From an optimization exercise on the open Yosys and OpenROAD flow, aimed at small area and a short achievable clock period; shortcuts taken in it are not production practice. Only simulation tests tie the RTL to the original design; equivalence was not proved. Power is estimated from default activity; no workload was simulated.

### flow/config.mk
export PLATFORM = sky130hd
export DESIGN_NAME = vector_sequencer
export DESIGN_NICKNAME = vector_sequencer
export VERILOG_FILES = /design/flow/design.v
export SDC_FILE = /design/flow/constraint.sdc
export NUM_CORES = 4
export LEC_CHECK = 0
export CAP_MARGIN = 20
export CORE_MARGIN = 2
export CORE_UTILIZATION = 40
export SETUP_SLACK_MARGIN = 1.5
export SLEW_MARGIN = 20
### flow/constraint.sdc
create_clock -name core_clock -period 5.0 [get_ports {clk_i}]
set_input_delay 1.0000 -clock core_clock [delete_from_list [all_inputs] [get_ports {clk_i}]]
set_output_delay 1.0000 -clock core_clock [all_outputs]
set_load 0.01 [all_outputs]
### flow/design.v
package seq_pkg;
  typedef logic [$clog2(8)-1:0] vid_t;
  typedef logic [$clog2(32)-1:0] vreg_t;
  typedef logic [8-1:0] vmask_t;
  typedef enum logic [3:0] {
    VADD,
    VSUB,
    VAND,
    VMUL,
    VMACC,
    VLE,
    VSE
  } op_e;
  typedef enum logic [1:0] {
    UNIT_ALU   = 2'd0,
    UNIT_MUL   = 2'd1,
    UNIT_LOAD  = 2'd2,
    UNIT_STORE = 2'd3
  } unit_e;
  typedef enum logic {
    IDLE,
    WAIT
  } seq_state_e;
  typedef struct packed {
    op_e   op;
    vreg_t vd;
    vreg_t vs1;
    vreg_t vs2;
    logic  use_vd;
    logic  use_vs1;
    logic  use_vs2;
    logic  vm;
  } seq_req_t;
  typedef struct packed {
    vid_t   id;
    op_e    op;
    unit_e  unit;
    vreg_t  vd;
    vreg_t  vs1;
    vreg_t  vs2;
    logic   vm;
    vmask_t hazard;
  } unit_req_t;
  typedef struct packed {
    logic error;
  } seq_resp_t;
  typedef struct packed {
    vmask_t store;
    vmask_t load;
    vmask_t mul;
    vmask_t alu;
  } unit_done_t;
  function automatic unit_e unit_of(op_e op);
    case (op)
      4'd3, 4'd4: unit_of = unit_e'(2'd1);
      4'd5:       unit_of = unit_e'(2'd2);
      4'd6:       unit_of = unit_e'(2'd3);
      default:    unit_of = unit_e'(2'd0);
    endcase
  endfunction
endpackage
module vector_sequencer (
  input  logic                clk_i,
  input  logic                rst_ni,
  input  logic [22:0]         req_i,
  input  logic                req_valid_i,
  output logic                req_ready_o,
  output logic                resp_o,
  output logic                resp_valid_o,
  output logic                idle_o,
  output logic [32:0]         unit_req_o,
  output logic                unit_req_valid_o,
  input  logic                unit_req_ready_i,
  input  logic [31:0]         unit_done_i,
  input  logic                addrgen_ack_i,
  input  logic                addrgen_error_i
);
  localparam int N = 8;
  logic [3:0] op;
  logic [4:0] vd, vs1, vs2;
  logic       use_vd, use_vs1, use_vs2, vm;
  assign op      = req_i[22:19];
  assign vd      = req_i[18:14];
  assign vs1     = req_i[13:9];
  assign vs2     = req_i[8:4];
  assign use_vd  = req_i[3];
  assign use_vs1 = req_i[2];
  assign use_vs2 = req_i[1];
  assign vm      = req_i[0];
  function automatic logic [1:0] unit_of(logic [2:0] o);
    unit_of[1] = o[2] & (o[1] | o[0]);
    unit_of[0] = (~o[2] & o[1] & o[0]) | (o[2] & ~o[0]);
  endfunction
  logic [1:0] unit;
  logic       is_mem;
  assign unit   = unit_of(op[2:0]);
  assign is_mem = unit[1];
  logic [N-1:0] running_q;
  logic [N-1:0] done_any;
  logic [N-1:0] free_oh;
  logic [2:0]   next_id;
  logic         full;
  assign done_any = unit_done_i[7:0] | unit_done_i[15:8] |
                    unit_done_i[23:16] | unit_done_i[31:24];
  always_comb begin
    for (int i = 0; i < N; i++) begin
      free_oh[i] = ~running_q[i];
      for (int j = 0; j < i; j++) free_oh[i] = free_oh[i] & running_q[j];
    end
  end
  assign next_id[0] = free_oh[1] | free_oh[3] | free_oh[5] | free_oh[7];
  assign next_id[1] = free_oh[2] | free_oh[3] | free_oh[6] | free_oh[7];
  assign next_id[2] = free_oh[4] | free_oh[5] | free_oh[6] | free_oh[7];
  assign full       = &running_q;
  assign idle_o     = ~|running_q;
  logic [2:0] cnt0_q, cnt1_q;
  logic [1:0] cnt2_q, cnt3_q;
  logic [3:0] unit_ready;
  logic [3:0] down;
  assign unit_ready = {~cnt3_q[1], ~cnt2_q[1], ~cnt1_q[2], ~cnt0_q[2]};
  assign down[0] = |unit_done_i[7:0];
  assign down[1] = |unit_done_i[15:8];
  assign down[2] = |unit_done_i[23:16];
  assign down[3] = |unit_done_i[31:24];
  logic wait_q;
  logic held;
  logic issue;
  logic [3:0] up;
  assign held  = unit_req_valid_o & ~unit_req_ready_i;
  assign issue = ~wait_q & req_valid_i & ~held & ~full & unit_ready[unit];
  assign up    = {4{issue}} & (4'b0001 << unit);
  assign req_ready_o  = wait_q ? addrgen_ack_i
                               : ~held & (~req_valid_i | (issue & ~is_mem));
  assign resp_valid_o = wait_q & addrgen_ack_i;
  assign resp_o       = addrgen_error_i;
  always_ff @(posedge clk_i or negedge rst_ni) begin
    if (!rst_ni) begin
      running_q        <= '0;
      wait_q           <= 1'b0;
      unit_req_valid_o <= 1'b0;
      cnt0_q           <= '0;
      cnt1_q           <= '0;
      cnt2_q           <= '0;
      cnt3_q           <= '0;
    end else begin
      running_q        <= (running_q & ~done_any) | ({N{issue}} & free_oh);
      wait_q           <= wait_q ? ~addrgen_ack_i : (issue & is_mem);
      unit_req_valid_o <= issue | held;
      if (up[0] != down[0]) cnt0_q <= up[0] ? cnt0_q + 3'd1 : cnt0_q - 3'd1;
      if (up[1] != down[1]) cnt1_q <= up[1] ? cnt1_q + 3'd1 : cnt1_q - 3'd1;
      if (up[2] != down[2]) cnt2_q <= up[2] ? cnt2_q + 2'd1 : cnt2_q - 2'd1;
      if (up[3] != down[3]) cnt3_q <= up[3] ? cnt3_q + 2'd1 : cnt3_q - 2'd1;
    end
  end
  logic [N-1:0][4:0] wreg_q, rreg1_q, rreg2_q;
  logic [N-1:0]      wflag_q, rflag1_q, rflag2_q, rflag0_q;
  logic [N-1:0]      hazard;
  logic vs1_z, vs2_z, vd_z, rd_v0;
  assign vs1_z = (vs1 == 5'd0);
  assign vs2_z = (vs2 == 5'd0);
  assign vd_z  = (vd == 5'd0);
  assign rd_v0 = (use_vs1 & vs1_z) | (use_vs2 & vs2_z) | ~vm;
  for (genvar i = 0; i < N; i++) begin : gen_id
    logic w_vs1, w_vs2, w_vd, w_z;
    logic r1_vs1, r1_vs2, r1_vd, r1_z;
    logic r2_vs1, r2_vs2, r2_vd, r2_z;
    logic w_hit, r_hit;
    logic w_kill, r1_kill, r2_kill, r0_kill;
    assign w_vs1  = (wreg_q[i] == vs1);
    assign w_vs2  = (wreg_q[i] == vs2);
    assign w_vd   = (wreg_q[i] == vd);
    assign w_z    = (wreg_q[i] == 5'd0);
    assign r1_vs1 = (rreg1_q[i] == vs1);
    assign r1_vs2 = (rreg1_q[i] == vs2);
    assign r1_vd  = (rreg1_q[i] == vd);
    assign r1_z   = (rreg1_q[i] == 5'd0);
    assign r2_vs1 = (rreg2_q[i] == vs1);
    assign r2_vs2 = (rreg2_q[i] == vs2);
    assign r2_vd  = (rreg2_q[i] == vd);
    assign r2_z   = (rreg2_q[i] == 5'd0);
    assign w_hit = wflag_q[i] & ((use_vs1 & w_vs1) | (use_vs2 & w_vs2) |
                                 (~vm & w_z) | (use_vd & w_vd));
    assign r_hit = use_vd & ((rflag1_q[i] & r1_vd) | (rflag2_q[i] & r2_vd) |
                             (rflag0_q[i] & vd_z));
    assign hazard[i] = running_q[i] & (w_hit | r_hit);
    assign w_kill  = issue & use_vd & w_vd;
    assign r1_kill = issue & ((use_vs1 & r1_vs1) | (use_vs2 & r1_vs2) | (~vm & r1_z));
    assign r2_kill = issue & ((use_vs1 & r2_vs1) | (use_vs2 & r2_vs2) | (~vm & r2_z));
    assign r0_kill = issue & rd_v0;
    always_ff @(posedge clk_i) begin
      if (!running_q[i]) begin
        wreg_q[i]   <= vd;
        rreg1_q[i]  <= vs1;
        rreg2_q[i]  <= vs2;
        wflag_q[i]  <= use_vd;
        rflag1_q[i] <= use_vs1;
        rflag2_q[i] <= use_vs2;
        rflag0_q[i] <= ~vm;
      end else begin
        wflag_q[i]  <= wflag_q[i] & ~w_kill;
        rflag1_q[i] <= rflag1_q[i] & ~r1_kill;
        rflag2_q[i] <= rflag2_q[i] & ~r2_kill;
        rflag0_q[i] <= rflag0_q[i] & ~r0_kill;
      end
    end
  end
  logic [2:0]  id_q;
  logic [2:0]  op_q;
  logic [15:0] regs_q;
  logic [7:0]  hazard_q;
  always_ff @(posedge clk_i) begin
    if (!held) begin
      id_q     <= next_id;
      op_q     <= op[2:0];
      regs_q   <= {vd, vs1, vs2, vm};
      hazard_q <= hazard;
    end
  end
  assign unit_req_o = {id_q, 1'b0, op_q, unit_of(op_q), regs_q, hazard_q};
endmodule
### flow/run.sh
#!/bin/bash
# synth_recipe.tcl (not shown) runs the flow's synth.tcl, then flattens the netlist and writes it again
# the make line also repeats each setting of config.mk as NAME=value (left out here)
make -C /OpenROAD-flow-scripts/flow DESIGN_CONFIG=/design/flow/config.mk WORK_HOME=/design/flow/orfs CLKGATE_MAP_FILE= SYNTH_SCRIPT=/design/flow/synth_recipe.tcl finish
==> flow_summary.yaml, run 1 <==
setup_path:
  cp-start-kind: "primary input"
  path_class: "primary input to output pin"
  cp_max_fo: 2
  end_kind: "output pin"
  arrival_ns: 2.43
  cp.required_ns: 4.00
floorplanning:
  rows: 62
  core_area_um2: 28900
  start_util_pct: 40.9
  dieArea_um2: 31000
  die_w_um: 176
  die_y_um: 176
  io_pins: 99
cts:
  cts_sinks: 202
  cts-hold-fix-buffers: 0
  numCtsBuffers: 24
  cts_tree: "yes"
  ctsLongestPathBuffers: 3
  clock_latency_ns: 0.53
  cts_root_buf: "clkbuf_16"
  clkTransAtPathRegs_ns: 0.06
  htree_levels: 1
yosys:
  yosysSeqAreaShare_pct: 47.7
  ys_seq_elements: 202
  synth_top_area_share_pct: 38.1
  synth_top_area_cell: "edfxtp_1"
  synthCells: 1071
  ys.flop_type: "edfxtp_1"
  yosysWarnings: 1
  ys_top_cells_by_area: "edfxtp_1 (38%), xor2_1 (18%), xnor2_1 (9.3%)"
  syn_area_um2: 11800
  syn_nets: 1134
  synth.avg_cell_area_um2: 11.0
  synth_edf_count: 150
  postSynth.asyncResetShare_pct: 9.90
  ys_types: 52
cells_and_area:
  areaGrowthSynthToFinish_pct: 17.3
  fin_area_um2: 13900
  mostFrequentLayoutCell: "xor2_1"
  mostFrequentLayoutCells: "xor2_1 (245), edfxtp_1 (150), xnor2_1 (126)"
  register_area_um2: 5650
  nets: 1215
  fillers: 2629
  multi_input_area_um2: 5820
  insertedDiodeCount: 0
  layout-drive-gt1-share_pct: 9.49
  fin_util_pct: 48.0
route:
  wirelength_um: 34100
  highest_layer: "met4"
  met2_length_um: 15800
  firstDrtPassIters: 7
  wl_per_cell_um: 21.9
  wl_met1_um: 15300
  final_antenna_net_count: 0
  avgViaCountPerCell: 5.67
  route.met3.wl_um: 2040
  drcViolationCount: 0
  drtIter0Drc: 746
  num_vias: 8805
place:
  port_buffers: 94
  place.gp.congestion: 0.816
  placedInstanceArea_um2: 13000
  hpwl_um: 21200
grt:
  grt_use_total_pct: 21.9
  grt_pass1_wl_um: 52000
  antenna_found_initial: 1
  grt_max_degree: 35
  gr-total-overflow: 0
  grt_pass1_vias: 8635
power:
  powerDensity_nw_per_um2: 351
  power_leakage_nw: 4.89
  vdd_ir_drop_max_mv: 0.202
timing:
  rsz0062_at_grt: "no"
  fmaxAchievable_ghz: 0.292
  finalCritPeriodShare_pct: 68.6
  slew_viol_final: 0
  tightest_slew_ns: 0.951
  post-route-min-period_ns: 3.43
  setup_violations: 0
  hold_viol: 0
  tns_ns: 0
  slew_headroom_pct: 36.4
  clock-skew-final_ns: 0.0201
run:
  maxCapViolations: 0
status:
  status: "finished clean"
hold_path:
  hp-class: "register to register"
==> worst paths after layout <==
| path | endpoint | start | cells after the start | slack [ns] |
|---|---|---|---|---|
| max | req_ready_o | req_valid_i | 7 | 1.57 |
| min reg2reg | rflag1_q[1]$_DFF_P_ | rflag1_q[1]$_DFF_P_ | 2 | 0.46 |
| max in group asynchronous | running_q[4]$_DFF_PN0_ | rst_ni | 1 | 3.36 |
| min in group asynchronous | cnt2_q[0]$_DFFE_PN0P_ | rst_ni | 1 | 1.00 |
| max reg2reg | rflag0_q[7]$_DFF_P_ | running_q[1]$_DFF_PN0_ | 6 | 2.55 |
| min | rflag1_q[1]$_DFF_P_ | rflag1_q[1]$_DFF_P_ | 2 | 0.46 |
==> area by class of cell <==
type,instances,share of cell area (%)
Multi-Input combinational cell,783,41.9
Sequential cell,202,40.7
Timing Repair Buffer,126,7.89
Clock buffer,30,4.63
Tap cell,384,3.46
Clock inverter,14,0.793
Inverter,15,0.568
==> synth_stat cells (2+ instances only) <==
| cell | instances |
|---|---|
| xor2_1 | 245 |
| edfxtp_1 | 150 |
| xnor2_1 | 126 |
| nor4_1 | 71 |
| nand2_1 | 52 |
| buf_2 | 39 |
| dfxtp_1 | 32 |
| o22ai_1 | 31 |
| clkbuf_1 | 29 |
| a31oi_1 | 28 |
| nor3_1 | 26 |
| or4_1 | 26 |
| nand3_1 | 25 |
| dfrtp_1 | 20 |
| a21oi_1 | 18 |
| nor2_1 | 18 |
| and3_1 | 17 |
| inv_1 | 15 |
| nand4_1 | 14 |
| o31ai_1 | 12 |
| a211oi_1 | 8 |
| a32o_1 | 8 |
| o32ai_1 | 8 |
| mux2i_1 | 6 |
| and2_1 | 5 |
| o21ai_0 | 5 |
| buf_4 | 3 |
| o41ai_1 | 3 |
| or3_1 | 3 |
| and4b_2 | 2 |
| fa_1 | 2 |
| mux2_1 | 2 |
| nor2b_1 | 2 |
| o211ai_1 | 2 |
==> report_power, final <==
| group | internal [W] | total, W | switching, W |
|---|---|---|---|
| registers | 0.00203 | 0.00224 | 0.000209 |
| logic | 0.000463 | 0.000979 | 0.000516 |
| clock network | 0.000964 | 0.00166 | 0.000693 |
==> sequential cells by signal, indices dropped and copies added (netlist names), 16 cells and up <==
signal and count:
regs_q 16, rreg1_q 40, rreg2_q 40, wreg_q 40
==> critical path: stages <==
cell and delay [ns]:
clkdlybuf4s50_1 0.42, nor2b_2 0.17, o211a_1 0.15, o211ai_1 0.11, nand2_1 0.08, a31o_2 0.23, dlygate4sd2_1 0.28
==> kinds of logic (layout without fill, tap and decap cells) <==
kind of cell             count (synthesis)  count (layout)  synth area share, %
multiplexers                             8               8                0.698
flip-flops                             202             202                 47.7
XOR/XNOR                               371             371                 27.5
adder cells (fa/ha/maj)                  2               2                0.338
buffers and inverters                   86             185                 3.24
AO/OA/AOI/OAI                          133             133                 7.84
other                                    1               1               0.0317
AND/OR/NAND/NOR                        268             268                 12.7
==> timing repair <==
action                     4_1_cts  5_1_grt
setup endpoints to repair        2        2
cloned                           0        0
pin swaps                        4        0
gates resized for setup         29        1
buffers inserted                 4        5
==> per-stage QoR <==
step	hold slack [ns]	total power [W]	std cells	setup slack, ns
2_1_floorplan	0.439	0.00285	1071	1.83
3_3_place_gp	0.448	0.00322	1501	0.789
3_5_place_dp	0.458	0.00324	1501	0.763
4_1_cts	0.466	0.00491	1549	1.51
5_1_grt	0.479	0.00509	1554	1.52
6_report	0.464	0.00488	1554	1.57
==> layer usage <==
metal | vias to the layer above | global-route usage [%]
met3 | 70 | 2.54
met1 | 4363 | 30.9
met5 | - | 0
met4 | 0 | 6.51
li1 | 4060 | -
met2 | 312 | 35.5
==> run 2, diff against run 1 <==
--- a/flow/config.mk
+++ b/flow/config.mk
@@ -8,5 +8,5 @@
 export CAP_MARGIN = 20
 export CORE_MARGIN = 2
 export CORE_UTILIZATION = 40
-export SETUP_SLACK_MARGIN = 1.5
+export SETUP_SLACK_MARGIN = 2.5
 export SLEW_MARGIN = 20
==> flow_summary.yaml, run 2 <==
route:
  final_antenna_net_count: 0
  avgViaCountPerCell: 5.58
  wirelength_um: 34300
  num_vias: 8870
  firstDrtPassIters: 6
  drcViolationCount: 0
  drtIter0Drc: 635
  wl_per_cell_um: 21.6
timing:
  hold_viol: 0
  fin_ws_ns: 1.96
  tns_ns: 0
  slew_viol_final: 0
  post-route-min-period_ns: 3.04
  finalCritPeriodShare_pct: 60.8
  setup_violations: 0
  tightest_slew_ns: 0.945
  slew_headroom_pct: 36.8
  fmaxAchievable_ghz: 0.329
  rsz0062_at_grt: "yes"
  clock-skew-final_ns: 0.0141
yosys:
  synth_edf_count: 150
  yosysSeqAreaShare_pct: 47.7
  syn_nets: 1134
  synth_commonest_cells: "xor2_1 (245), edfxtp_1 (150), xnor2_1 (126), nor4_1 (71), nand2_1 (52)"
  ys_top_cells_by_area: "edfxtp_1 (38%), xor2_1 (18%), xnor2_1 (9.3%)"
  postSynth.asyncResetShare_pct: 9.90
  yosysMostFrequentCell: "xor2_1"
  synth.avg_cell_area_um2: 11.0
  syn_area_um2: 11800
  ys_types: 52
  synthCells: 1071
  ys.flop_type: "edfxtp_1"
  synth_top_area_share_pct: 38.1
  yosysWarnings: 1
  synth_top_area_cell: "edfxtp_1"
  ys_seq_elements: 202
cts:
  clkTransAtPathRegs_ns: 0.06
  cts_tree: "yes"
  cts-hold-fix-buffers: 0
  numCtsBuffers: 23
  ctsLongestPathBuffers: 3
  htree_levels: 1
  cts_root_buf: "clkbuf_16"
  cts_sinks: 202
  clock_latency_ns: 0.51
place:
  hpwl_um: 20700
  place_ws_ns: 0.801
  port_buffers: 94
  place_inst: 1503
  placedInstanceArea_um2: 13100
  place.gp.congestion: 0.815
setup_path:
  arrival_ns: 2.04
  cp.required_ns: 4.00
  cp_max_fo: 5
  r2r_cells: 7
  cp-start-kind: "primary input"
  path_class: "primary input to output pin"
  end_kind: "output pin"
cells_and_area:
  fin_util_pct: 49.9
  mostFrequentLayoutCells: "xor2_1 (245), edfxtp_1 (150), xnor2_1 (126)"
  areaGrowthSynthToFinish_pct: 22.0
  fin_area_um2: 14400
  layout-drive-gt1-share_pct: 13.5
  stdcell_count: 1591
  multi_input_area_um2: 5890
  nets: 1254
  fillers: 2587
  mostFrequentLayoutCell: "xor2_1"
  reg.largest.list: "rreg1_q: 40 flops, rreg2_q: 40 flops, wreg_q: 40 flops"
  insertedDiodeCount: 0
  register_area_um2: 5650
grt:
  grt_max_degree: 35
  grt_use_total_pct: 21.7
  grt_pass1_wl_um: 51900
  grt_pass1_vias: 8797
  gr-total-overflow: 0
  antenna_found_initial: 0
floorplanning:
  rows: 62
  die_y_um: 176
  core_area_um2: 28900
  dieArea_um2: 31000
  die_w_um: 176
  start_util_pct: 40.9
  io_pins: 99
run:
  maxCapViolations: 0
power:
  powerDensity_nw_per_um2: 341
  power_leakage_nw: 5.19
  vdd_ir_drop_max_mv: 0.213
status:
  status: "finished clean"
hold_path:
  hp-class: "register to register"
  min_path_cells: 2
[run 2: changes by cell type in the layout (fill, tap and decap cells not counted), sizes merged, moves of 2 or more]
cell / before / now
buf: 49 / 91
clkdlybuf4s50: 75 / 65
clkbuf: 30 / 39
clkinv: 10 / 4
clkdlybuf4s15: 1 / 3
dlymetal6s2s: 0 / 2
[run 2: final timing paths]
| check | start | endpoint | slack [ns] |
|---|---|---|---|
| max | req_i[19] | req_ready_o | 1.96 |
| min | rflag1_q[1]$_DFF_P_ | rflag1_q[1]$_DFF_P_ | 0.47 |
| max reg2reg | cnt1_q[2]$_DFFE_PN0P_ | wflag_q[6]$_DFF_P_ | 2.70 |
| min reg2reg | rflag1_q[1]$_DFF_P_ | rflag1_q[1]$_DFF_P_ | 0.47 |
| max in group asynchronous | rst_ni | running_q[5]$_DFF_PN0_ | 3.33 |
| min in group asynchronous | rst_ni | cnt2_q[1]$_DFFE_PN0P_ | 1.02 |
[run 2: what timing repair did]
action / CTS / global route
gates cloned: 0 / 1
endpoints found under the setup margin: 65 / 26
pin swaps: 11 / 10
buffers inserted: 35 / 11
gates resized for setup: 98 / 28
[run 2: cells by family after synthesis]
| logic type | count (synthesis) | share of synthesized area [%] |
|---|---|---|
| AO/OA/AOI/OAI | 133 | 7.84 |
| XOR/XNOR | 371 | 27.5 |
| adder cells (fa/ha/maj) | 2 | 0.338 |
| buffers and inverters | 86 | 3.24 |
| flip-flops | 202 | 47.7 |
| multiplexers | 8 | 0.698 |
| other | 1 | 0.0317 |
| AND/OR/NAND/NOR | 268 | 12.7 |
[run 2: cell type report]
type | count | share of cell area (%)
Timing Repair Buffer | 166 | 11.1
Tap cell | 384 | 3.33
Inverter | 15 | 0.572
Clock buffer | 35 | 4.79
Sequential cell | 202 | 39.2
Multi-Input combinational cell | 783 | 40.8
Clock inverter | 6 | 0.217
[run 2: metal layers]
layer	GRT usage, %	part of all wire (%)	vias up
li1	-	-	4139
met5	0	0	-
met4	6.58	2.8	0
met1	29.2	44	4393
met2	36.6	48	266
met3	3.14	5.4	72
[run 2: power by group]
part	total, W	internal [W]	switching (W)
Combinational	0.00108	0.000525	0.000551
Clock	0.00163	0.000949	0.000676
Sequential	0.00223	0.00203	0.000197
Total	0.00493	0.00350	0.00142
[run 2: per-stage QoR]
step,hold WS (ns),power [W]
global placement,0.449,0.00323
global route,0.481,0.00515
floorplan,0.439,0.00287
CTS,0.462,0.00494
finish,0.465,0.00493
detailed placement,0.456,0.00325
[run 2: worst max-delay path, cell delays in order]
cell      delay, ns
buf_12         0.11
and4b_2        0.26
a211oi_4       0.22
o211ai_1       0.12
nand2_1        0.10
a31o_4         0.14
buf_6          0.09
==> run 3, diff against run 2 <==
--- a/flow/config.mk
+++ b/flow/config.mk
@@ -8,5 +8,4 @@
 export CAP_MARGIN = 20
 export CORE_MARGIN = 2
 export CORE_UTILIZATION = 40
-export SETUP_SLACK_MARGIN = 2.5
 export SLEW_MARGIN = 20
==> flow_summary.yaml, run 3 <==
cells_and_area:
  areaGrowthSynthToFinish_pct: 17.0
  mostFrequentLayoutCell: "xor2_1"
  insertedDiodeCount: 0
  nets: 1208
  fin_area_um2: 13800
  layout-drive-gt1-share_pct: 7.14
  mostFrequentLayoutCells: "xor2_1 (245), edfxtp_1 (150), xnor2_1 (126)"
  reg.largest.list: "rreg1_q: 40 flops, rreg2_q: 40 flops, wreg_q: 40 flops"
floorplanning:
  rows: 62
  die_y_um: 176
  core_area_um2: 28900
  die_w_um: 176
  dieArea_um2: 31000
  start_util_pct: 40.9
  io_pins: 99
grt:
  antenna_found_initial: 2
  gr-total-overflow: 0
  grt_max_degree: 35
  grt_use_total_pct: 22.0
  grt_pass1_vias: 8717
  grt_pass1_wl_um: 52100
hold_path:
  holdCritStartpoint: "rflag2_q[6]$_DFF_P_"
  min_path_cells: 2
  min_to: "rflag2_q[6]$_DFF_P_"
  hp-class: "register to register"
cts:
  cts_sinks: 202
  clock_latency_ns: 0.52
  cts_tree: "yes"
  cts-hold-fix-buffers: 0
  clkTransAtPathRegs_ns: 0.06
  htree_levels: 1
  cts_root_buf: "clkbuf_16"
  numCtsBuffers: 24
  ctsLongestPathBuffers: 3
  cts_resized: 0
  postCtsSetupBuffers: 0
status:
  status: "finished clean"
setup_path:
  rrSetupSlack_ns: 2.38
  slowest_delay_ns: 0.70
  arrival_ns: 3.21
  cpLargestDelayFamily: "buffers and inverters"
  rr_startpoint: "running_q[3]$_DFF_PN0_"
  end_kind: "output pin"
  cp_slowest_cell: "clkdlybuf4s50_1"
  r2r_cells: 6
  r2r_end: "cnt1_q[1]$_DFFE_PN0P_"
  path_class: "primary input to output pin"
  worstPathCellList: "clkdlybuf4s50_1, and4b_2, a211oi_2, o211ai_1, nand2_1, a31o_2, clkdlybuf4s50_1"
  worst-path-buf-inv: 2
  cp-start-kind: "primary input"
  cp_max_fo: 13
  cp_common_cell: "clkdlybuf4s50_1"
  cp.required_ns: 4.00
timing:
  rsz0062_at_grt: "no"
  post-route-min-period_ns: 4.21
  fmaxAchievable_ghz: 0.237
  finalCritPeriodShare_pct: 84.3
  tns_ns: 0
  setup_violations: 0
  hold_viol: 0
  tightest_slew_ns: 0.982
  holdWs_ns: 0.460
  clock-skew-final_ns: 0.0146
  slew_headroom_pct: 34.3
  slew_viol_final: 0
power:
  powerDensity_nw_per_um2: 361
  power_leakage_nw: 4.89
  vdd_ir_drop_max_mv: 0.243
route:
  wl_per_cell_um: 22.1
  firstDrtPassIters: 5
  drcViolationCount: 0
  avgViaCountPerCell: 5.65
  num_vias: 8748
  final_antenna_net_count: 0
  wirelength_um: 34200
  drtIter0Drc: 746
yosys:
  yosysSeqAreaShare_pct: 47.7
  ys_types: 52
  yosysMostFrequentCell: "xor2_1"
  synth_edf_count: 150
  synth_top_area_share_pct: 38.1
  ys.flop_type: "edfxtp_1"
  synth.avg_cell_area_um2: 11.0
  ys_seq_elements: 202
  synth_top_area_cell: "edfxtp_1"
  syn_nets: 1134
  synth_commonest_cells: "xor2_1 (245), edfxtp_1 (150), xnor2_1 (126), nor4_1 (71), nand2_1 (52)"
  yosysWarnings: 1
  postSynth.asyncResetShare_pct: 9.90
  ys_top_cells_by_area: "edfxtp_1 (38%), xor2_1 (18%), xnor2_1 (9.3%)"
  syn_area_um2: 11800
  synthCells: 1071
place:
  hpwl_um: 21500
  placedInstanceArea_um2: 13000
  place.gp.congestion: 0.859
  port_buffers: 94
run:
  maxCapViolations: 0
[run 3: cell counts after synthesis]
Identical to the previous run, type by type.
[run 3: layout make-up]
type / count / area [µm²]
timing repair buffer: 119 / 1050
inverter: 15 / 56.3
clock inverter: 10 / 120
multi-input combinational: 783 / 5810
tap: 384 / 480
clock buffer: 34 / 679
sequential: 202 / 5650
fill: 2634 / 15100
[run 3: worst max path at each step]
stage	start	to	slack, ns	cells past startpoint
floorplan	unit_req_ready_i	req_ready_o	1.48	5
global placement	req_i[21]	req_ready_o	0.80	7
detailed placement	req_i[21]	req_ready_o	0.80	7
CTS	req_i[21]	req_ready_o	0.78	7
global route	req_i[21]	req_ready_o	0.68	7
finish	req_i[21]	req_ready_o	0.79	7
[run 3: logic make-up after synthesis]
group	Yosys count	synth area share [%]
and+or+nand+nor	268	12.7
other	1	0.0317
adders and majority gates	2	0.338
xor gates and xnor gates	371	27.5
muxes	8	0.698
AOI/OAI and AO/OA	133	7.84
buffers and inverters	86	3.24
DFF	202	47.7
[run 3: tightest hold or removal path, delay by kind of cell (launching register included)]
kind	cells	cell delay, ns
simple gates	1	0.06
flops	1	0.30
compound gates	1	0.05
[run 3: power breakdown]
part	internal, W	total, W	switching, W	leakage [nW]
logic	0.000457	0.000975	0.000518	2.38
clock network	0.00109	0.00178	0.000688	0.391
registers	0.00203	0.00224	0.000205	2.11
total	0.00358	0.00499	0.00141	4.89
[run 3: metrics by stage]
stage               std cells  total power [W]  worst slack, ns  utilization [%]
floorplan                1071          0.00285             1.48                -
global placement         1503          0.00322            0.796             45.1
detailed placement       1503          0.00325            0.798             45.1
CTS                      1547          0.00503            0.784             47.8
global route             1547          0.00521            0.680             47.8
finish                   1547          0.00499            0.787             47.8
[run 3: routing by layer]
layer | vias to the layer above | part of all wire (%) | track usage, %
met5 | - | 0 | 0
met4 | 0 | 2.5 | 6.20
li1 | 4042 | - | -
met1 | 4358 | 45 | 30.9
met2 | 282 | 47 | 36.6
met3 | 66 | 5.3 | 2.00
==> run 4, diff against run 3 <==
--- a/flow/design.v
+++ b/flow/design.v
@@ -112,7 +112,6 @@
   assign next_id[1] = free_oh[2] | free_oh[3] | free_oh[6] | free_oh[7];
   assign next_id[2] = free_oh[4] | free_oh[5] | free_oh[6] | free_oh[7];
   assign full       = &running_q;
-  assign idle_o     = ~|running_q;
   logic [2:0] cnt0_q, cnt1_q;
   logic [1:0] cnt2_q, cnt3_q;
   logic [3:0] unit_ready;
@@ -129,13 +128,19 @@
   assign held  = unit_req_valid_o & ~unit_req_ready_i;
   assign issue = ~wait_q & req_valid_i & ~held & ~full & unit_ready[unit];
   assign up    = {4{issue}} & (4'b0001 << unit);
-  assign req_ready_o  = wait_q ? addrgen_ack_i
-                               : ~held & (~req_valid_i | (issue & ~is_mem));
+  logic ok_alu, ok_mul, ok_op;
+  assign ok_alu = ~wait_q & ~full & unit_ready[0];
+  assign ok_mul = ~wait_q & ~full & unit_ready[1];
+  assign ok_op  = op[2] ? (~op[1] & ~op[0] & ok_mul)
+                        : ((op[1] & op[0]) ? ok_mul : ok_alu);
+  assign req_ready_o  = (wait_q & addrgen_ack_i) |
+                        (~held & (req_valid_i ? ok_op : ~wait_q));
   assign resp_valid_o = wait_q & addrgen_ack_i;
   assign resp_o       = addrgen_error_i;
   always_ff @(posedge clk_i or negedge rst_ni) begin
     if (!rst_ni) begin
       running_q        <= '0;
+      idle_o           <= 1'b1;
       wait_q           <= 1'b0;
       unit_req_valid_o <= 1'b0;
       cnt0_q           <= '0;
@@ -144,6 +149,7 @@
       cnt3_q           <= '0;
     end else begin
       running_q        <= (running_q & ~done_any) | ({N{issue}} & free_oh);
+      idle_o           <= ~issue & ~|(running_q & ~done_any);
       wait_q           <= wait_q ? ~addrgen_ack_i : (issue & is_mem);
       unit_req_valid_o <= issue | held;
       if (up[0] != down[0]) cnt0_q <= up[0] ? cnt0_q + 3'd1 : cnt0_q - 3'd1;
@@ -206,15 +212,17 @@
   end
   logic [2:0]  id_q;
   logic [2:0]  op_q;
+  logic [1:0]  unit_q;
   logic [15:0] regs_q;
   logic [7:0]  hazard_q;
   always_ff @(posedge clk_i) begin
     if (!held) begin
       id_q     <= next_id;
       op_q     <= op[2:0];
+      unit_q   <= unit;
       regs_q   <= {vd, vs1, vs2, vm};
       hazard_q <= hazard;
     end
   end
-  assign unit_req_o = {id_q, 1'b0, op_q, unit_of(op_q), regs_q, hazard_q};
+  assign unit_req_o = {id_q, 1'b0, op_q, unit_q, regs_q, hazard_q};
 endmodule
--- a/flow/config.mk
+++ b/flow/config.mk
@@ -8,4 +8,5 @@
 export CAP_MARGIN = 20
 export CORE_MARGIN = 2
 export CORE_UTILIZATION = 40
+export SETUP_SLACK_MARGIN = 3.5
 export SLEW_MARGIN = 20
==> flow_summary.yaml, run 4 <==
cts:
  cts_root_buf: "clkbuf_16"
  htree_levels: 1
  cts_tree: "yes"
  clkTransAtPathRegs_ns: 0.06
  clock_latency_ns: 0.53
  numCtsBuffers: 26
  cts_sinks: 205
  ctsLongestPathBuffers: 3
  cts-hold-fix-buffers: 0
grt:
  grt_max_degree: 35
  grt_use_total_pct: 22.9
  grt_pass1_vias: 9158
  antenna_found_initial: 0
  gr-total-overflow: 0
  grt_pass1_wl_um: 55000
timing:
  slew_headroom_pct: 41.0
  post-route-min-period_ns: 2.90
  finalCritPeriodShare_pct: 58.1
  setup_violations: 0
  rsz0062_at_grt: "yes"
  tightest_slew_ns: 0.884
  slew_viol_final: 0
  hold_viol: 0
  fin_ws_ns: 2.10
  fmaxAchievable_ghz: 0.344
  clock-skew-final_ns: 0.00855
  tns_ns: 0
route:
  wl_per_cell_um: 22.4
  wirelength_um: 36300
  num_vias: 9157
  route.met3.wl_um: 1900
  final_antenna_net_count: 0
  met2_length_um: 17600
  avgViaCountPerCell: 5.64
  firstDrtPassIters: 5
  drcViolationCount: 0
  wl_met1_um: 15800
  highest_layer: "met4"
  drtIter0Drc: 637
yosys:
  synth_compound_area_share_pct: 7.44
  syn_area_um2: 12000
  synth_top_area_cell: "edfxtp_1"
  yosys.area_share.xor_xnor_pct: 27.1
  ys_types: 58
  yosysMostFrequentCell: "xor2_1"
  ys_seq_elements: 205
  synth_edf_count: 152
  synth-simple-area-share_pct: 12.4
  ys.flop_type: "edfxtp_1"
  synth_top_area_share_pct: 38.2
  synth-adder-area-share_pct: 0.335
  ys_top_cells_by_area: "edfxtp_1 (38%), xor2_1 (20%), xnor2_1 (7.0%)"
  synth_top_family_by_area: "XOR/XNOR gates"
  synth.area.mux_share_pct: 1.61
  synth.avg_cell_area_um2: 11.3
  synth_commonest_cells: "xor2_1 (274), edfxtp_1 (152), xnor2_1 (96), nor4_1 (75), nand3_1 (43)"
  yosysSeqAreaShare_pct: 47.9
  postSynth.asyncResetShare_pct: 10.2
  syn_nets: 1121
  synthCells: 1058
  yosysWarnings: 1
setup_path:
  cp_slowest_cell: "dfrtp_2"
  cpLargestDelayFamily: "flip-flops"
  end_kind: "output pin"
  cp_max_fo: 13
  worst-path-buf-inv: 1
  cp-start-kind: "register"
  path_class: "register to output pin"
  arrival_ns: 1.90
  worstPathCellList: "nand4_1, nor2_1, o21ai_1, a31o_2, buf_2"
  slowest_delay_ns: 0.55
  cp.required_ns: 4.00
place:
  port_buffers: 94
  hpwl_um: 21100
  place.gp.congestion: 0.810
  place_ws_ns: 1.01
floorplanning:
  start_util_pct: 40.5
  dieArea_um2: 31300
  die_w_um: 177
  core_area_um2: 29600
  die_y_um: 177
  io_pins: 99
  rows: 63
cells_and_area:
  mostFrequentLayoutCell: "xor2_1"
  mostFrequentLayoutCells: "xor2_1 (274), edfxtp_1 (152), xnor2_1 (94)"
  nets: 1276
  areaGrowthSynthToFinish_pct: 29.9
  insertedDiodeCount: 0
  fillers: 2582
  layout-drive-gt1-share_pct: 23.4
  reg.largest.list: "rreg1_q: 40 flops, rreg2_q: 40 flops, wreg_q: 40 flops"
power:
  switchingPower_w: 0.00157
  seq_power_share_pct: 42.2
  pwr-share-comb_pct: 24.3
  power_leakage_nw: 5.78
  powerDensity_nw_per_um2: 348
  p_int_w: 0.00384
  swShare_pct: 29.0
  pwr-share-clk_pct: 33.5
  vdd_ir_drop_max_mv: 0.240
hold_path:
  hp-class: "primary input to async pin"
run:
  maxCapViolations: 0
status:
  status: "finished clean"
-- run 4: cell types whose count changed after synthesis, moves of 9 or more --
cell / before / now
nand4_1: 14 / 4
a21oi_1: 18 / 4
o311ai_0: 0 / 16
nand2_1: 52 / 37
mux2i_1: 6 / 17
o22ai_1: 31 / 18
o31ai_1: 12 / 3
xnor2_1: 126 / 96
nand3_1: 25 / 43
xor2_1: 245 / 274
-- run 4: worst paths after layout --
check,startpoint,end,slack [ns],cells after the start
hold reg to reg,cnt3_q[1]$_DFFE_PN0P_,cnt3_q[1]$_DFFE_PN0P_,0.48,1
min in group core_clock,cnt3_q[1]$_DFFE_PN0P_,cnt3_q[1]$_DFFE_PN0P_,0.48,1
setup / recovery,running_q[4]$_DFF_PN0_,req_ready_o,2.10,5
max in group asynchronous,rst_ni,running_q[4]$_DFF_PN0_,4.18,1
hold / removal,rst_ni,wait_q$_DFF_PN0_,0.44,1
setup reg to reg,running_q[7]$_DFF_PN0_,cnt1_q[2]$_DFFE_PN0P_,2.60,9
-- run 4: power groups by stage --
stage / Combinational [W] / Sequential, W / Clock, W
6_report: 0.00131 / 0.00228 / 0.00181
5_1_grt: 0.00141 / 0.00231 / 0.00191
4_1_cts: 0.00124 / 0.00227 / 0.00184
3_5_place_dp: 0.000980 / 0.00231 / 0
3_3_place_gp: 0.000954 / 0.00230 / 0
2_1_floorplan: 0.000637 / 0.00228 / 0
-- run 4: what timing repair did --
| action | CTS | global route |
|---|---|---|
| endpoints found under the setup margin | 291 | 221 |
| resized for setup | 332 | 52 |
| buffers inserted | 57 | 14 |
| endpoints found under the hold margin | 0 | 0 |
| pin swaps | 28 | 27 |
| cloned | 5 | 0 |
-- run 4: kinds of logic after synthesis --
group                      after synthesis
DFF                                    205
xor gates and xnor gates               370
other                                    1
buffers and inverters                   86
adders and majority gates                2
muxes                                   19
AOI/OAI and AO/OA                      118
and+or+nand+nor                        257
-- run 4: layout make-up --
type | count | area (µm²) | share of cell area (%)
inverter | 15 | 75.1 | 0.483
clock buffer | 38 | 747 | 4.81
timing repair buffer | 198 | 2090 | 13.5
tap | 390 | 488 | 3.14
multi-input combinational | 767 | 6330 | 40.7
sequential | 205 | 5740 | 36.9
clock inverter | 10 | 80.1 | 0.515
-- run 4: stage by stage --
stage | area [µm²] | power (W) | utilization (%) | cells | hold WS, ns
2_1_floorplan | 12100 | 0.00292 | - | 1058 | 0.447
3_3_place_gp | 13300 | 0.00326 | 44.9 | 1499 | 0.469
3_5_place_dp | 13300 | 0.00329 | 44.9 | 1499 | 0.474
4_1_cts | 15200 | 0.00536 | 51.3 | 1609 | 0.481
5_1_grt | 15500 | 0.00564 | 52.6 | 1623 | 0.467
6_report | 15500 | 0.00541 | 52.6 | 1623 | 0.437
-- run 4: layer usage --
metal | vias up | global-route usage (%)
li1 | 4211 | -
met1 | 4600 | 30.3
met2 | 281 | 39.2
met3 | 65 | 2.77
met4 | 0 | 7.02
met5 | - | 0
-- run 4: worst reg2reg max path, stage by stage (launching register included) --
cell,delay (ns)
dfrtp_1,0.35
buf_4,0.20
nand4_1,0.22
buf_4,0.19
o2111ai_4,0.14
nor4_4,0.29
inv_1,0.11
fa_2,0.35
or3_4,0.37
a21oi_2,0.11
==> run 5, diff against run 4 <==
--- a/flow/config.mk
+++ b/flow/config.mk
@@ -7,6 +7,6 @@
 export LEC_CHECK = 0
 export CAP_MARGIN = 20
 export CORE_MARGIN = 2
-export CORE_UTILIZATION = 40
-export SETUP_SLACK_MARGIN = 3.5
+export CORE_UTILIZATION = 65
+export SETUP_SLACK_MARGIN = 2.5
 export SLEW_MARGIN = 20
==> flow_summary.yaml, run 5 <==
cells_and_area:
  insertedDiodeCount: 0
  reg.largest.list: "rreg1_q: 40 flops, rreg2_q: 40 flops, wreg_q: 40 flops"
  areaGrowthSynthToFinish_pct: 17.6
  mostFrequentLayoutCell: "xor2_1"
  multi_input_area_um2: 5960
  mostFrequentLayoutCells: "xor2_1 (274), edfxtp_1 (152), xnor2_1 (96)"
  layout-drive-gt1-share_pct: 11.5
  nets: 1214
  fillers: 1208
  register_area_um2: 5740
grt:
  met3_usage_pct: 5.54
  gr-total-overflow: 0
  top_usage_layer: "met2"
  gr-usage-met2_pct: 53.5
  grt_pass1_vias: 9073
  grt_pass1_wl_um: 50500
  grt_max_degree: 35
  globalRouteMet1Util_pct: 45.3
  antenna_found_initial: 0
  grt_use_total_pct: 33.1
yosys:
  synth.avg_cell_area_um2: 11.3
  yosysSeqAreaShare_pct: 47.9
  yosysWarnings: 1
  synth_top_area_share_pct: 38.2
  ys_seq_elements: 205
  yosysMostFrequentCell: "xor2_1"
  postSynth.asyncResetShare_pct: 10.2
  ys_top_cells_by_area: "edfxtp_1 (38%), xor2_1 (20%), xnor2_1 (7.0%)"
  synth_top_area_cell: "edfxtp_1"
  synth_edf_count: 152
  synthCells: 1058
  syn_area_um2: 12000
  syn_nets: 1121
  ys.flop_type: "edfxtp_1"
  ys_types: 58
  synth_commonest_cells: "xor2_1 (274), edfxtp_1 (152), xnor2_1 (96), nor4_1 (75), nand3_1 (43)"
setup_path:
  end_kind: "output pin"
  cp.required_ns: 4.00
  cp_max_fo: 7
  arrival_ns: 1.87
  cp-start-kind: "primary input"
  path_class: "primary input to output pin"
  rrSetupSlack_ns: 2.57
place:
  place.gp.congestion: 0.882
  port_buffers: 94
  hpwl_um: 19900
  place_ws_ns: 1.03
run:
  maxCapViolations: 0
power:
  finalPower_w: 0.00496
  powerDensity_nw_per_um2: 352
  power_leakage_nw: 5.12
  vdd_ir_drop_max_mv: 0.420
status:
  status: "finished clean"
cts:
  cts_tree: "yes"
  clock_latency_ns: 0.50
  cts_root_buf: "clkbuf_16"
  clkTransAtPathRegs_ns: 0.06
  htree_levels: 1
  numCtsBuffers: 23
  ctsLongestPathBuffers: 3
  cts_sinks: 205
timing:
  tns_ns: 0
  slew_viol_final: 0
  hold_viol: 0
  finalCritPeriodShare_pct: 57.4
  setup_violations: 0
  slew_headroom_pct: 35.7
  fmaxAchievable_ghz: 0.348
  tightest_slew_ns: 0.962
  fin_ws_ns: 2.13
  clock-skew-final_ns: 0.0101
  rsz0062_at_grt: "yes"
  post-route-min-period_ns: 2.87
floorplanning:
  io_pins: 99
  rows: 49
  dieArea_um2: 19500
  core_area_um2: 18000
  die_y_um: 140
  start_util_pct: 66.4
  die_w_um: 140
route:
  final_antenna_net_count: 0
  firstDrtPassIters: 6
  wirelength_um: 32700
  num_vias: 9060
  wl_per_cell_um: 23.4
  drcViolationCount: 0
  avgViaCountPerCell: 6.49
  drtIter0Drc: 859
hold_path:
  hp-class: "register to register"
## run 5: final cells by class
| type | count | area share [%] |
|---|---|---|
| multi-input cells | 767 | 42.4 |
| flip-flops and latches | 205 | 40.8 |
| clock inverters | 9 | 0.836 |
| well taps | 229 | 2.04 |
| clock buffers | 32 | 4.33 |
| repair buffers | 139 | 9.24 |
| inverters | 15 | 0.400 |
## run 5: stage by stage
| step | cells | util [%] | cell area (µm²) | hold slack [ns] |
|---|---|---|---|---|
| finish | 1396 | 78.1 | 14100 | 0.473 |
| floorplan | 1058 | - | 12000 | 0.445 |
| CTS | 1393 | 77.6 | 14000 | 0.470 |
| detailed placement | 1336 | 72.2 | 13000 | 0.460 |
| global placement | 1336 | 72.2 | 13000 | 0.453 |
| global route | 1396 | 78.1 | 14100 | 0.481 |
## run 5: logic make-up (layout without fill, tap and decap cells)
family,count (synthesis),after routing,share of synthesized area [%]
xor gates and xnor gates,370,370,27.1
and+or+nand+nor,257,257,12.4
DFF,205,205,47.9
AOI/OAI and AO/OA,118,118,7.44
buffers and inverters,86,195,3.16
muxes,19,19,1.61
adders and majority gates,2,2,0.335
other,1,1,0.0313
## run 5: final timing paths
| kind | start | to | cells after the start |
|---|---|---|---|
| worst max-delay path | req_i[20] | req_ready_o | 7 |
| worst min-delay path | rflag0_q[6]$_DFF_P_ | rflag0_q[6]$_DFF_P_ | 2 |
| worst max register to register | running_q[0]$_DFF_PN0_ | cnt1_q[2]$_DFFE_PN0P_ | 8 |
| worst min register to register | rflag0_q[6]$_DFF_P_ | rflag0_q[6]$_DFF_P_ | 2 |
| max in group asynchronous | rst_ni | unit_req_valid_o$_DFF_PN0_ | 1 |
| min in group asynchronous | rst_ni | cnt2_q[0]$_DFFE_PN0P_ | 1 |
## run 5: metal layers
layer  vias to the layer above  wire length, µm
met4                         0              892
met3                        82             3180
met5                         -                0
met2                       506            15200
met1                      4405            13400
li1                       4067                -
## run 5: critical path, stage by stage
cell	delay, ns
buf_4	0.14
nand2_2	0.07
o22ai_1	0.06
a22oi_1	0.19
o21ai_1	0.08
a31o_2	0.21
buf_6	0.11
## run 5: repair_timing
action	in CTS	in global routing
gates resized for setup	57	22
setup buffers	16	3
endpoints found under the setup margin	60	28
cloned	0	0
hold buffers	0	0
pin swaps	15	4
## run 5: power by group
part	total (W)	switching (W)	leakage (nW)	internal (W)
Sequential	0.00228	0.000217	2.13	0.00207
Combinational	0.00102	0.000524	2.64	0.000500
Clock	0.00165	0.000652	0.347	0.00100
Total	0.00496	0.00139	5.12	0.00357
==> run 6, diff against run 5 <==
--- a/flow/config.mk
+++ b/flow/config.mk
@@ -8,5 +8,7 @@
 export CAP_MARGIN = 20
 export CORE_MARGIN = 2
 export CORE_UTILIZATION = 65
+export CTS_CLUSTER_DIAMETER = 300
+export CTS_CLUSTER_SIZE = 25
 export SETUP_SLACK_MARGIN = 2.5
 export SLEW_MARGIN = 20
==> flow_summary.yaml, run 6 <==
status:
  status: "finished clean"
route:
  drtIter0Drc: 870
  wirelength_um: 31800
  firstDrtPassIters: 5
  drcViolationCount: 0
  wl_per_cell_um: 23.1
  avgViaCountPerCell: 6.50
  num_vias: 8937
  final_antenna_net_count: 0
cts:
  cts_root_buf: "clkbuf_16"
  clock_latency_ns: 0.47
  htree_levels: 1
  cts_tree: "yes"
  clkTransAtPathRegs_ns: 0.10
  numCtsBuffers: 12
  cts_sinks: 205
  ctsLongestPathBuffers: 3
timing:
  slew_viol_final: 0
  finalCritPeriodShare_pct: 57.3
  setup_violations: 0
  rsz0062_at_grt: "yes"
  hold_viol: 0
  slew_headroom_pct: 36.4
  fmaxAchievable_ghz: 0.349
  clock-skew-final_ns: 0.0225
  post-route-min-period_ns: 2.86
  tightest_slew_ns: 0.951
  tns_ns: 0
grt:
  grt_pass1_vias: 8890
  antenna_found_initial: 0
  grt_use_total_pct: 32.2
  gr-total-overflow: 0
  grt_pass1_wl_um: 49400
  grt_max_degree: 35
setup_path:
  cp_max_fo: 7
  worst-path-buf-inv: 2
  cp.required_ns: 4.00
  cp_slowest_cell: "a31o_2"
  slowest_delay_ns: 0.21
  path_class: "primary input to output pin"
  cp-start-kind: "primary input"
  end_kind: "output pin"
  arrival_ns: 1.86
  worstPathCellList: "buf_4, nand2_2, o22ai_1, a22oi_1, o21ai_1, a31o_2, buf_6"
  cpLargestDelayFamily: "compound AO/OA/AOI/OAI gates"
  rrSetupSlack_ns: 2.64
cells_and_area:
  mostFrequentLayoutCell: "xor2_1"
  insertedDiodeCount: 0
  mostFrequentLayoutCells: "xor2_1 (274), edfxtp_1 (152), xnor2_1 (96)"
  layout-drive-gt1-share_pct: 10.7
  stdcell_count: 1375
  areaGrowthSynthToFinish_pct: 14.7
  reg.largest.list: "rreg1_q: 40 flops, rreg2_q: 40 flops, wreg_q: 40 flops"
  nets: 1204
floorplanning:
  die_y_um: 140
  start_util_pct: 66.4
  rows: 49
  dieArea_um2: 19500
  io_pins: 99
  die_w_um: 140
  core_area_um2: 18000
hold_path:
  hp-class: "register to register"
yosys:
  synth_top_area_cell: "edfxtp_1"
  ys_seq_elements: 205
  synth.avg_cell_area_um2: 11.3
  syn_area_um2: 12000
  yosysSeqAreaShare_pct: 47.9
  syn_nets: 1121
  yosysWarnings: 1
  synth_commonest_cells: "xor2_1 (274), edfxtp_1 (152), xnor2_1 (96), nor4_1 (75), nand3_1 (43)"
  postSynth.asyncResetShare_pct: 10.2
  synth_top_area_share_pct: 38.2
  synth_edf_count: 152
  synthCells: 1058
  ys_types: 58
  ys.flop_type: "edfxtp_1"
  ys_top_cells_by_area: "edfxtp_1 (38%), xor2_1 (20%), xnor2_1 (7.0%)"
  yosysMostFrequentCell: "xor2_1"
power:
  switchingPower_w: 0.00129
  power_leakage_nw: 4.95
  vdd_ir_drop_max_mv: 0.365
  p_int_w: 0.00306
  pwr-share-comb_pct: 23.9
  swShare_pct: 29.6
  powerDensity_nw_per_um2: 317
  pwr-share-clk_pct: 24.0
  seq_power_share_pct: 52.1
place:
  place_inst: 1336
  port_buffers: 94
  hpwl_um: 19900
  place.gp.congestion: 0.882
run:
  maxCapViolations: 0
==> run 6: cell types whose count changed in the layout (fill, tap and decap cells not counted), moves of 2 or more <==
| cell | delta |
|---|---|
| buf_4 | +5 |
| buf_2 | -2 |
| clkbuf_1 | -4 |
| bufinv_16 | -3 |
| clkinv_1 | -4 |
| clkbuf_16 | -10 |
==> run 6: cell families after synthesis <==
group	after synthesis	synth area share [%]
adder cells (fa/ha/maj)	2	0.335
AO/OA/AOI/OAI	118	7.44
flip-flops	205	47.9
XOR/XNOR	370	27.1
AND/OR/NAND/NOR	257	12.4
other	1	0.0313
buffers and inverters	86	3.16
multiplexers	19	1.61
==> run 6: layer usage <==
metal / vias up / part of all wire (%) / GRT usage (%)
li1: 4044 / - / -
met1: 4399 / 42 / 44.9
met2: 425 / 47 / 53.1
met3: 69 / 8.4 / 4.30
met4: 0 / 2.6 / 10.0
met5: - / 0 / 0
==> run 6: per-stage QoR <==
step	utilization, %	setup WS (ns)	hold slack, ns	cell area, µm²	power, W
after floorplan	-	2.01	0.445	12000	0.00289
after global placement	72.2	1.07	0.453	13000	0.00324
after detailed placement	72.2	1.03	0.460	13000	0.00327
after CTS	75.5	2.15	0.475	13600	0.00432
after global routing	76.1	2.09	0.488	13700	0.00452
final	76.1	2.14	0.479	13700	0.00435
==> run 6: layout make-up <==
cell class,count,area [µm²]
Clock buffer,18,344
Clock inverter,1,20.0
Fill cell,1248,4300
Inverter,15,56.3
Multi-Input combinational cell,767,5980
Sequential cell,205,5740
Tap cell,229,287
Timing Repair Buffer,140,1300
==> run 6: final timing paths <==
path                                             start                    endpoint  cells past startpoint
worst min-delay path               rflag0_q[0]$_DFF_P_         rflag0_q[0]$_DFF_P_                      2
worst max register to register  running_q[1]$_DFF_PN0_       cnt1_q[2]$_DFFE_PN0P_                      8
max in group asynchronous                       rst_ni  unit_req_valid_o$_DFF_PN0_                      1
min in group asynchronous                       rst_ni       cnt2_q[1]$_DFFE_PN0P_                      1
worst max-delay path                         req_i[20]                 req_ready_o                      7
worst min register to register     rflag0_q[0]$_DFF_P_         rflag0_q[0]$_DFF_P_                      2
==> run 6: what timing repair did <==
item	4_1_cts	5_1_grt
endpoints found under the hold margin	0	0
endpoints found under the setup margin	60	34
buffers inserted	15	5
resized for setup	59	25
hold buffers	0	0
pin swaps	12	4
==> run 6: worst reg2reg max path, cell delays in order, from the launching register on <==
cell and delay (ns):
dfrtp_2 0.52, nand4_1 0.21, buf_4 0.16, o2111ai_2 0.21, nor4_4 0.23, inv_1 0.10, fa_2 0.37, or3_4 0.37
a21oi_2 0.13
==> run 6: power by group through the flow <==
| stage | registers (W) | logic (W) | clock network (W) |
|---|---|---|---|
| after global routing | 0.00229 | 0.00113 | 0.00110 |
| after detailed placement | 0.00231 | 0.000959 | 0 |
| after floorplan | 0.00228 | 0.000614 | 0 |
| after CTS | 0.00226 | 0.00101 | 0.00105 |
| after global placement | 0.00230 | 0.000940 | 0 |
| final | 0.00227 | 0.00104 | 0.00104 |
==> run 7, diff against run 6 <==
--- a/flow/config.mk
+++ b/flow/config.mk
@@ -7,8 +7,8 @@
 export LEC_CHECK = 0
 export CAP_MARGIN = 20
 export CORE_MARGIN = 2
-export CORE_UTILIZATION = 65
-export CTS_CLUSTER_DIAMETER = 300
-export CTS_CLUSTER_SIZE = 25
+export CORE_UTILIZATION = 40
+export CTS_BUF_LIST = sky130_fd_sc_hd__clkbuf_4 sky130_fd_sc_hd__clkbuf_8
+export CTS_CLUSTER_SIZE = 30
 export SETUP_SLACK_MARGIN = 2.5
 export SLEW_MARGIN = 20
==> flow_summary.yaml, run 7 <==
timing:
  setup_violations: 0
  clock-skew-final_ns: 0.0137
  hold_viol: 0
  slew_headroom_pct: 45.5
  slew_viol_final: 0
  fmaxAchievable_ghz: 0.348
  rsz0062_at_grt: "yes"
  tns_ns: 0
  finalCritPeriodShare_pct: 57.4
  tightest_slew_ns: 0.818
  post-route-min-period_ns: 2.87
cells_and_area:
  areaGrowthSynthToFinish_pct: 21.2
  insertedDiodeCount: 0
  mostFrequentLayoutCells: "xor2_1 (274), edfxtp_1 (152), xnor2_1 (96)"
  layout-drive-gt1-share_pct: 15.6
  reg.largest.list: "rreg1_q: 40 flops, rreg2_q: 40 flops, wreg_q: 40 flops"
  fillers: 2682
  multi_input_area_um2: 5990
  mostFrequentLayoutCell: "xor2_1"
  nets: 1242
  register_area_um2: 5740
yosys:
  ys.flop_type: "edfxtp_1"
  synth_commonest_cells: "xor2_1 (274), edfxtp_1 (152), xnor2_1 (96), nor4_1 (75), nand3_1 (43)"
  synth-simple-area-share_pct: 12.4
  synthCells: 1058
  synth-adder-area-share_pct: 0.335
  postSynth.asyncResetShare_pct: 10.2
  synth_compound_area_share_pct: 7.44
  synth.area.mux_share_pct: 1.61
  synth.avg_cell_area_um2: 11.3
  yosysWarnings: 1
  yosysSeqAreaShare_pct: 47.9
  ys_top_cells_by_area: "edfxtp_1 (38%), xor2_1 (20%), xnor2_1 (7.0%)"
  synth_top_family_by_area: "XOR/XNOR gates"
  synth_top_area_cell: "edfxtp_1"
  syn_area_um2: 12000
  synth_edf_count: 152
  synth_top_area_share_pct: 38.2
  ys_types: 58
  ys_seq_elements: 205
  syn_nets: 1121
  yosysMostFrequentCell: "xor2_1"
  yosys.area_share.xor_xnor_pct: 27.1
hold_path:
  hp-class: "register to register"
  min_path_cells: 2
grt:
  grt_use_total_pct: 22.3
  grt_max_degree: 34
  antenna_found_initial: 0
  gr-total-overflow: 0
  grt_pass1_vias: 8848
  grt_pass1_wl_um: 52800
status:
  status: "finished clean"
route:
  wirelength_um: 35200
  num_vias: 8959
  avgViaCountPerCell: 5.60
  wl_per_cell_um: 22.0
  drtIter0Drc: 793
  firstDrtPassIters: 5
  drcViolationCount: 0
  final_antenna_net_count: 0
setup_path:
  worstPathCellList: "buf_12, nand2_4, o22ai_2, a22oi_2, o21ai_2, a31o_4, buf_6"
  cp_max_fo: 5
  end_kind: "output pin"
  arrival_ns: 1.87
  r2r_cells: 9
  cp-start-kind: "primary input"
  cp_slowest_cell: "a22oi_2"
  slowest_delay_ns: 0.23
  path_class: "primary input to output pin"
  cp.required_ns: 4.00
place:
  hpwl_um: 21900
  place.gp.congestion: 0.788
  port_buffers: 94
power:
  powerDensity_nw_per_um2: 348
  p_int_w: 0.00356
  swShare_pct: 29.4
  vdd_ir_drop_max_mv: 0.197
  switchingPower_w: 0.00148
  finalPower_w: 0.00504
  seq_power_share_pct: 45.2
  power_leakage_nw: 5.30
  pwr-share-comb_pct: 21.3
  pwr-share-clk_pct: 33.6
floorplanning:
  core_area_um2: 29600
  die_y_um: 177
  dieArea_um2: 31300
  start_util_pct: 40.5
  rows: 63
  die_w_um: 177
  io_pins: 99
cts:
  numCtsBuffers: 39
  cts-hold-fix-buffers: 0
  cts_tree: "yes"
  cts_sinks: 205
  ctsLongestPathBuffers: 3
  cts_root_buf: "clkbuf_8"
  clkTransAtPathRegs_ns: 0.06
  clock_latency_ns: 0.53
  htree_levels: 2
run:
  maxCapViolations: 0
run 7: cell counts after synthesis:
Identical to the previous run, type by type.
run 7: power groups by stage:
stage | sequential [W] | clock [W] | combinational (W)
after floorplan | 0.00228 | 0 | 0.000614
after CTS | 0.00227 | 0.00173 | 0.00104
after detailed placement | 0.00231 | 0 | 0.000992
after global placement | 0.00230 | 0 | 0.000975
after global routing | 0.00231 | 0.00181 | 0.00117
final | 0.00228 | 0.00169 | 0.00107
run 7: logic make-up after synthesis:
logic type                 after synthesis
muxes                                   19
xor gates and xnor gates               370
other                                    1
DFF                                    205
AOI/OAI and AO/OA                      118
adders and majority gates                2
and+or+nand+nor                        257
buffers and inverters                   86
run 7: routing by layer:
metal | track usage, % | vias up | wire length, µm
li1 | - | 4134 | -
met1 | 30.6 | 4382 | 15900
met2 | 35.0 | 369 | 15900
met3 | 4.17 | 74 | 2550
met4 | 8.20 | 0 | 913
met5 | 0 | - | 0
run 7: critical path: cells and delay by family:
family | cells | cell delay [ns]
AOI/OAI and AO/OA | 4 | 0.59
buffers and inverters | 2 | 0.22
and+or+nand+nor | 1 | 0.06
run 7: through the flow:
step / setup slack (ns) / hold slack, ns / std cells / instance area (µm²) / utilization (%)
floorplan: 2.01 / 0.445 / 1058 / 12000 / -
global placement: 1.02 / 0.455 / 1503 / 13300 / 44.9
detailed placement: 0.984 / 0.463 / 1503 / 13300 / 44.9
CTS: 2.12 / 0.470 / 1591 / 14400 / 48.6
global route: 2.11 / 0.479 / 1599 / 14500 / 49.1
finish: 2.13 / 0.471 / 1599 / 14500 / 49.1
run 7: repair_timing:
item                       4_1_cts  5_1_grt
setup endpoints to repair       58       20
setup buffers                   17        7
pin swaps                       10       12
resized for setup               77       15
run 7: cell type report:
| class | instances | area share, % |
|---|---|---|
| Multi-Input combinational cell | 767 | 41.3 |
| Inverter | 15 | 0.388 |
| Timing Repair Buffer | 151 | 9.77 |
| Clock buffer | 62 | 5.28 |
| Sequential cell | 205 | 39.6 |
| Tap cell | 390 | 3.36 |
| Clock inverter | 9 | 0.293 |
run 7: path summary, 6_finish.rpt:
path / startpoint / endpoint / slack (ns)
max in group asynchronous: rst_ni / idle_o$_DFF_PN1_ / 3.72
max reg2reg: unit_req_valid_o$_DFF_PN0_ / cnt1_q[2]$_DFFE_PN0P_ / 2.54
max: req_i[19] / req_ready_o / 2.13
min reg2reg: rflag0_q[6]$_DFF_P_ / rflag0_q[6]$_DFF_P_ / 0.47
min in group asynchronous: rst_ni / unit_req_valid_o$_DFF_PN0_ / 0.78
min: rflag0_q[6]$_DFF_P_ / rflag0_q[6]$_DFF_P_ / 0.47
==> run 8, diff against run 7 <==
--- a/flow/config.mk
+++ b/flow/config.mk
@@ -8,7 +8,5 @@
 export CAP_MARGIN = 20
 export CORE_MARGIN = 2
 export CORE_UTILIZATION = 40
-export CTS_BUF_LIST = sky130_fd_sc_hd__clkbuf_4 sky130_fd_sc_hd__clkbuf_8
-export CTS_CLUSTER_SIZE = 30
 export SETUP_SLACK_MARGIN = 2.5
 export SLEW_MARGIN = 20
==> flow_summary.yaml, run 8 <==
floorplanning:
  io_pins: 99
  die_y_um: 177
  start_util_pct: 40.5
  dieArea_um2: 31300
  die_w_um: 177
  core_area_um2: 29600
  rows: 63
route:
  wirelength_um: 34800
  avgViaCountPerCell: 5.67
  wl_per_cell_um: 22.2
  drtIter0Drc: 677
  num_vias: 8901
  drcViolationCount: 0
  final_antenna_net_count: 0
  firstDrtPassIters: 5
cts:
  numCtsBuffers: 25
  cts_root_buf: "clkbuf_16"
  clkTransAtPathRegs_ns: 0.06
  htree_levels: 1
  clock_latency_ns: 0.52
  ctsLongestPathBuffers: 3
  cts_sinks: 205
  cts_tree: "yes"
setup_path:
  rr_startpoint: "unit_req_valid_o$_DFF_PN0_"
  rrSetupSlack_ns: 2.64
  slowest_delay_ns: 0.23
  cp_max_fo: 5
  path_class: "primary input to output pin"
  r2r_cells: 9
  arrival_ns: 1.88
  cp-start-kind: "primary input"
  r2r_end: "cnt1_q[2]$_DFFE_PN0P_"
  end_kind: "output pin"
  worstPathCellList: "buf_12, nand2_4, o22ai_2, a22oi_2, o21ai_2, a31o_4, buf_6"
  cp_slowest_cell: "a22oi_2"
  cp.required_ns: 4.00
power:
  swShare_pct: 29.0
  pwr-share-clk_pct: 33.0
  switchingPower_w: 0.00144
  seq_power_share_pct: 45.7
  finalPower_w: 0.00499
  power_leakage_nw: 5.21
  pwr-share-comb_pct: 21.3
  vdd_ir_drop_max_mv: 0.197
  powerDensity_nw_per_um2: 346
  p_int_w: 0.00354
yosys:
  synth_top_family_by_area: "XOR/XNOR gates"
  synthCells: 1058
  yosysMostFrequentCell: "xor2_1"
  synth_compound_area_share_pct: 7.44
  synth_edf_count: 152
  ys_top_cells_by_area: "edfxtp_1 (38%), xor2_1 (20%), xnor2_1 (7.0%)"
  ys_seq_elements: 205
  synth.area.mux_share_pct: 1.61
  synth-simple-area-share_pct: 12.4
  yosysWarnings: 1
  ys_types: 58
  synth.avg_cell_area_um2: 11.3
  synth_top_area_share_pct: 38.2
  syn_area_um2: 12000
  syn_nets: 1121
  yosysSeqAreaShare_pct: 47.9
  yosys.area_share.xor_xnor_pct: 27.1
  synth-adder-area-share_pct: 0.335
  ys.flop_type: "edfxtp_1"
  synth_commonest_cells: "xor2_1 (274), edfxtp_1 (152), xnor2_1 (96), nor4_1 (75), nand3_1 (43)"
  synth_top_area_cell: "edfxtp_1"
  postSynth.asyncResetShare_pct: 10.2
cells_and_area:
  layout-drive-gt1-share_pct: 12.9
  areaGrowthSynthToFinish_pct: 20.4
  insertedDiodeCount: 0
  mostFrequentLayoutCells: "xor2_1 (274), edfxtp_1 (152), xnor2_1 (95)"
  nets: 1226
  mostFrequentLayoutCell: "xor2_1"
  reg.largest.list: "rreg1_q: 40 flops, rreg2_q: 40 flops, wreg_q: 40 flops"
run:
  maxCapViolations: 0
timing:
  slew_headroom_pct: 45.2
  finalCritPeriodShare_pct: 57.5
  tns_ns: 0
  slew_viol_final: 0
  holdWs_ns: 0.452
  fmaxAchievable_ghz: 0.348
  hold_viol: 0
  rsz0062_at_grt: "yes"
  setup_violations: 0
  tightest_slew_ns: 0.822
  post-route-min-period_ns: 2.88
  clock-skew-final_ns: 0.00993
hold_path:
  hp-class: "primary input to async pin"
grt:
  antenna_found_initial: 1
  grt_max_degree: 34
  grt_pass1_vias: 8711
  gr-total-overflow: 0
  grt_use_total_pct: 22.0
  grt_pass1_wl_um: 52300
status:
  status: "finished clean"
place:
  port_buffers: 94
  place.gp.congestion: 0.788
  hpwl_um: 21900
==> run 8: kinds of logic (layout without fill, tap and decap cells) <==
logic type | count (synthesis) | count (layout)
xor gates and xnor gates | 370 | 370
AOI/OAI and AO/OA | 118 | 118
other | 1 | 1
DFF | 205 | 205
buffers and inverters | 86 | 207
adders and majority gates | 2 | 2
and+or+nand+nor | 257 | 257
muxes | 19 | 19
==> run 8: worst max path at each step <==
stage	slack, ns	startpoint	endpoint	cells after the start
final	2.12	req_i[19]	req_ready_o	7
after global routing	2.11	req_i[19]	req_ready_o	7
after CTS	2.12	req_i[19]	req_ready_o	7
after detailed placement	0.98	req_i[19]	req_ready_o	7
after global placement	1.02	req_i[19]	req_ready_o	7
after floorplan	2.01	req_i[19]	cnt1_q[2]$_DFFE_PN0P_	8
==> run 8: cell type report <==
type	instances	area (µm²)
Clock buffer	31	648
Fill cell	2634	15200
Sequential cell	205	5740
Tap cell	390	488
Timing Repair Buffer	149	1380
Clock inverter	12	77.6
Inverter	15	56.3
Multi-Input combinational cell	767	6010
==> run 8: power groups by stage <==
stage               Combinational, W  Sequential (W)  Clock [W]
floorplan                   0.000614         0.00228          0
global placement            0.000975         0.00230          0
detailed placement          0.000992         0.00231          0
CTS                          0.00105         0.00227    0.00168
global route                 0.00116         0.00231    0.00174
finish                       0.00106         0.00228    0.00165
==> run 8: repair_timing <==
item / CTS / global route
pin swaps: 10 / 7
setup endpoints to repair: 58 / 30
buffers inserted: 17 / 6
hold buffers: 0 / 0
gates resized for setup: 79 / 19
gates cloned: 0 / 0
==> run 8: critical path: cells and delay by family <==
kind                   cells  cell delay (ns)
AO/OA/AOI/OAI              4             0.59
buffers and inverters      2             0.22
AND/OR/NAND/NOR            1             0.06
==> run 8: metal layers <==
layer | wire, µm | vias to the layer above | part of all wire, % | track usage, %
li1 | - | 4105 | - | -
met1 | 15800 | 4447 | 45 | 30.5
met2 | 15900 | 286 | 46 | 35.4
met3 | 2270 | 63 | 6.5 | 3.44
met4 | 831 | 0 | 2.4 | 6.27
met5 | 0 | - | 0 | 0
==> run 8: per-stage QoR <==
stage | instance area (µm²) | worst slack (ns) | cells | utilization [%]
after global placement | 13300 | 1.02 | 1503 | 44.9
after detailed placement | 13300 | 0.984 | 1503 | 44.9
after CTS | 14300 | 2.12 | 1563 | 48.4
after floorplan | 12000 | 2.01 | 1058 | -
after global routing | 14400 | 2.11 | 1569 | 48.7
final | 14400 | 2.12 | 1569 | 48.7

[port drivers added, routing unchanged]
How much do the figures lean on ideal ports? The routed layouts below were timed once more, with nothing changed but the port constraints.
Step 1 sets driving cells, clkbuf_16 on the clock port and buf_2 on the other inputs (assumed; they add their load-dependent delay and slew).
Step 2 also shifts input and output timing later by t, the mid clock arrival at the registers, as if the neighbouring blocks saw the same clock.
a / b / c = ideal ports / drivers / drivers and shift; a / b = the first two.
| run | t, ns | setup slack, ns |
|---|---|---|
| run 1 | 0.573 | 1.571 / 1.550 / 1.245 |
| run 2 | 0.560 | 1.961 / 1.889 / 1.889 |
| run 3 | 0.566 | 0.787 / 0.756 / 0.756 |
| run 4 | 0.571 | 2.096 / 2.050 / 1.885 |
| run 5 | 0.542 | 2.130 / 2.072 / 1.881 |
| run 6 | 0.508 | 2.136 / 2.076 / 1.859 |
| run 7 | 0.568 | 2.131 / 2.079 / 1.577 |
| run 8 | 0.561 | 2.124 / 2.071 / 1.730 |
After both steps setup and hold are still met in every run listed.
